Background: an optimization exercise with open tools, aiming at small area. Do not read the settings as production practice.
The RTL was checked by simulation tests, not by an equivalence proof against the original design.
Power is estimated from default activity; no workload was simulated.

==> inputs of build 86 <==
## csr_top
module csr_top
(
    input  wire         clk,
    input  wire         rst,
    input  wire         req_sel,
    input  wire         req_read,
    input  wire [15:0]  req_addr,
    input  wire [31:0]  req_wdat,
    output reg          rsp_dack,
    output reg  [31:0]  rsp_rdat,
    output wire [177:0] ctrlFields,
    input  wire [7:0]   curWavePosition
);
clock: 8.0 ns
lec_check: 0
cap_margin: 5
core_margin: 2
core_utilization: 80
cts_buf_list: sky130_fd_sc_hd__clkbuf_8
cts_cluster_diameter: 60
cts_cluster_size: 18
slew_margin: 5
standard.sh (not shown) runs the stock make flow with config.mk's settings and CLKGATE_MAP_FILE= SYNTH_SCRIPT=/design/flow/synth_recipe.tcl, a recipe that flattens the netlist after the stock synthesis.
==> flow/flow/run.sh <==
#!/bin/bash
# Standard layout, with two changes:
#  - synthesis maps the read-data select (module rdSelect) by hand, from
#    rdSelect_gates.v (see synth_own.tcl); everything else is the standard
#    synthesis, so the registers are the same;
#  - the smallest buffer on every input and output port.
set -euo pipefail
W="$PWD"
export BUFFER_PORTS_ARGS="-buffer_cell sky130_fd_sc_hd__buf_1"
export OWN_FLOW_DIR="$W/flow"
sed -e "s|SYNTH_SCRIPT=[^ ]*|SYNTH_SCRIPT=$W/flow/synth_own.tcl SYNTH_KEEP_MODULES=rdSelect|" standard.sh > own_synth.sh
bash own_synth.sh synth > synth_own.log 2>&1
bash standard.sh > standard_flow.log 2>&1
Other scripts of this flow, unchanged in this note and not shown: flow/flow/rdSelect_gates.v, flow/flow/synth_own.tcl
==> build 69: changes against build 86 <==
CTS_BUF_LIST = sky130_fd_sc_hd__clkbuf_4   (was sky130_fd_sc_hd__clkbuf_8)
CTS_CLUSTER_DIAMETER = 40   (was 60)
CTS_CLUSTER_SIZE = 10   (was 18)
==> qor summary <==
metric	build 69	build 86
Number of clock buffers inserted by TritonCTS	56	31
Drt wl/cell	29.56 um	29.56 um
Clock-cell share of area	4.301%	2.956%
Total length of routed met2 wires	20,400 um	19,580 um
Share of the final layout cell area in multi-input gates	14.09%	14.29%
Critical Path RT	8.38 ns	8.29 ns
Maximum clock frequency	300.7 MHz	294.4 MHz
Synth-to-layout area growth	8.458%	6.925%
Post-route clock skew	0.07217 ns	0.02684 ns
Fill cell total of the finished layout	841	887
Leak pwr	0.006326 uW	0.006193 uW
Via count	10,340	10,110
Via count of the first global-routing pass	10,070	9,821
Met3 wire length	7133 um	6611 um
Largest voltage drop on the vdd net	0.0001743 V	0.0001934 V
Power Density	245.6 nW/um^2	233.7 nW/um^2
Result of the run	timing/DRC/antenna clean	timing/DRC/antenna clean
Root Buffer Master	sky130_fd_sc_hd__clkbuf_4	sky130_fd_sc_hd__clkbuf_8

========
==> branch nickel: inputs <==
csr_top, a different RTL version from the one above (not shown whole).
Settings: LEC_CHECK=0, CAP_MARGIN=5, CORE_MARGIN=2, CORE_UTILIZATION=80, CTS_BUF_LIST=sky130_fd_sc_hd__clkbuf_8, CTS_CLUSTER_DIAMETER=60, CTS_CLUSTER_SIZE=18, SLEW_MARGIN=5; clock period 8.0 ns.
==> flow/flow/run.sh <==
#!/bin/bash
# Standard layout, with two changes:
#  - synthesis maps the read-data select (module rdSelect) and the request
#    decode (reqDecode) by hand, from rdSelect_gates.v and reqDecode_gates.v
#    (see synth_own.tcl); everything else is the standard synthesis, so the
#    registers are the same;
#  - the smallest buffer on every input and output port;
#  - clock tree synthesis without dummy loads (the same settings otherwise).
set -euo pipefail
W="$PWD"
export BUFFER_PORTS_ARGS="-buffer_cell sky130_fd_sc_hd__buf_1"
export OWN_FLOW_DIR="$W/flow"
export CTS_ARGS="-sink_clustering_enable -repair_clock_nets -sink_clustering_size 18 -sink_clustering_max_diameter 60 -buf_list sky130_fd_sc_hd__clkbuf_8 -dont_use_dummy_load"
sed -e "s|SYNTH_SCRIPT=[^ ]*|SYNTH_SCRIPT=$W/flow/synth_own.tcl SYNTH_KEEP_MODULES=\"rdSelect reqDecode\"|" standard.sh > own_synth.sh
bash own_synth.sh synth > synth_own.log 2>&1
bash standard.sh > standard_flow.log 2>&1
Other scripts of this flow, unchanged in this note and not shown: flow/flow/rdSelect_gates.v, flow/flow/reqDecode_gates.v, flow/flow/synth_own.tcl
==> branch umber (differences from branch nickel) <==
==> flow/flow/run.sh (replaced) <==
#!/bin/bash
# Standard layout, with two changes:
#  - synthesis maps the read-data select (module rdSelect) and the request
#    decode (reqDecode) by hand, from rdSelect_gates.v and reqDecode_gates.v
#    (see synth_own.tcl); everything else is the standard synthesis, so the
#    registers are the same;
#  - the smallest buffer on every input and output port.
set -euo pipefail
W="$PWD"
export BUFFER_PORTS_ARGS="-buffer_cell sky130_fd_sc_hd__buf_1"
export OWN_FLOW_DIR="$W/flow"
sed -e "s|SYNTH_SCRIPT=[^ ]*|SYNTH_SCRIPT=$W/flow/synth_own.tcl SYNTH_KEEP_MODULES=\"rdSelect reqDecode\"|" standard.sh > own_synth.sh
bash own_synth.sh synth > synth_own.log 2>&1
bash standard.sh > standard_flow.log 2>&1
==> branch sierra (differences from branch nickel) <==
--- a/flow/flow/run.sh
+++ b/flow/flow/run.sh
@@ -1,5 +1,5 @@
 #!/bin/bash
-# Standard layout, with two changes:
+# Standard layout, with three changes:
 #  - synthesis maps the read-data select (module rdSelect) and the request
 #    decode (reqDecode) by hand, from rdSelect_gates.v and reqDecode_gates.v
 #    (see synth_own.tcl); everything else is the standard synthesis, so the
==> branch violet (differences from branch nickel) <==
==> flow/flow/run.sh (replaced) <==
#!/bin/bash
# Standard layout, with three changes:
#  - synthesis maps the read-data select (module rdSelect) and the request
#    decode (reqDecode) by hand, from rdSelect_gates.v and reqDecode_gates.v
#    (see synth_own.tcl); everything else is the standard synthesis, so the
#    registers are the same;
#  - the smallest buffer on every input and output port;
#  - clock tree synthesis without dummy loads (the same settings otherwise).
set -euo pipefail
W="$PWD"
export BUFFER_PORTS_ARGS="-buffer_cell sky130_fd_sc_hd__buf_1"
export OWN_FLOW_DIR="$W/flow"
export CTS_ARGS="-sink_clustering_enable -repair_clock_nets -sink_clustering_size 20 -sink_clustering_max_diameter 60 -buf_list sky130_fd_sc_hd__clkbuf_8 -dont_use_dummy_load"
sed -e "s|SYNTH_SCRIPT=[^ ]*|SYNTH_SCRIPT=$W/flow/synth_own.tcl SYNTH_KEEP_MODULES=\"rdSelect reqDecode\"|" standard.sh > own_synth.sh
bash own_synth.sh synth > synth_own.log 2>&1
bash standard.sh > standard_flow.log 2>&1
Settings changed: CTS_CLUSTER_SIZE 18 to 20.
==> qor summary <==
metric                                                       branch sierra  branch violet  branch nickel  branch umber
DRT Pass-1 Iters                                                         9              7              9             9
Multi-input gate share of total cell area                           13.64%         13.66%         13.64%        13.54%
Metal-1 WL                                                        12970 µm       12930 µm       12970 µm      13180 µm
Relative contribution of combinational cells to total power           6.5%           6.6%           6.5%          6.4%
Internal power of the cells                                     0.003361 W     0.003341 W     0.003361 W    0.003419 W
Final period utilization                                            43.07%         43.29%         43.07%        42.90%
Final standard cell area without fillers                         18060 µm²      18040 µm²      18060 µm²     18200 µm²
Worst path max stage delay                                         0.91 ns        0.89 ns        0.91 ns       0.91 ns
Switching pwr                                                  0.0009604 W    0.0009423 W    0.0009604 W   0.0009880 W
Worst reg2reg setup slack                                          6.09 ns        6.06 ns        6.09 ns       6.07 ns
Worst hold start                                                 posNow[7]      posNow[4]      posNow[7]     posNow[7]
Outcome                                           timing/DRC/antenna clean  timing/DRC/antenna clean  timing/DRC/antenna clean  timing/DRC/antenna clean
Setup slack of the critical path after layout                     4.554 ns       4.537 ns       4.554 ns      4.568 ns
Rel. slew slack                                                     25.32%         26.77%         25.32%        25.36%
Leakage                                                           6.046 nW       6.032 nW       6.046 nW      6.195 nW
Via count of the routed design                                        9816           9789           9816          9858
Global-route wire length before repair                            56120 µm       55920 µm       56120 µm      56370 µm
CTS Buf Count                                                           30             28             30            30
Arrival time at the worst endpoint                                 3.68 ns        3.66 ns        3.68 ns       3.67 ns
Proportion of power drawn by the clock network                       23.1%          22.4%          23.1%         24.6%
Min-Delay Endpoint                                               posOld[7]      posOld[4]      posOld[7]     posOld[7]
Setup Skew                                                      0.02299 ns     0.03232 ns     0.02299 ns    0.02083 ns
Routed met3 length                                                 5839 µm        5794 µm        5839 µm       5733 µm
Fraction of power consumed by sequential logic                       70.4%          71.0%          70.4%         69.0%
IR drop worst, VDD                                                190.2 µV       172.9 µV       190.2 µV      207.4 µV
Total length of routed wires                                      39430 µm       39140 µm       39430 µm      39430 µm

==> static timing again, ports no longer ideal <==
The flow's constraints put no driver on any port. The routed layouts listed below were extracted and timed again, unchanged, in two steps. Step 1 assumes that a clkbuf_16 drives the clock port and a buf_2 every other input. Step 2 moves the port delays by t, midway between the first and last clock arrival at a register: inputs arrive t later, outputs are due t later. That takes back most of the time a late clock gives input paths. a / b / c = no drivers / after step 1 / after step 2; a / b = the first two.
run | t, ns | slack for setup (ns) | worst setup path at the end | worst data-port slew with drivers (ns)
build 86 | 0.651 | 4.603 / 4.625 / 3.974 | input to register | 0.08
build 69 | 0.758 | 4.675 / 4.694 / 3.936 | input to register | 0.08
branch nickel | 0.651 | 4.554 / 4.580 / 3.929 | input to register | 0.05
branch umber | 0.647 | 4.568 / 4.589 / 3.942 | input to register | 0.05
branch sierra | 0.651 | 4.554 / 4.580 / 3.929 | input to register | 0.05
branch violet | 0.632 | 4.537 / 4.563 / 3.931 | input to register | 0.05
After both steps every run listed still meets setup and hold. For build 69, which loses most, drivers alone change the setup slack by +0.019 ns; drivers and shift together by -0.739 ns.
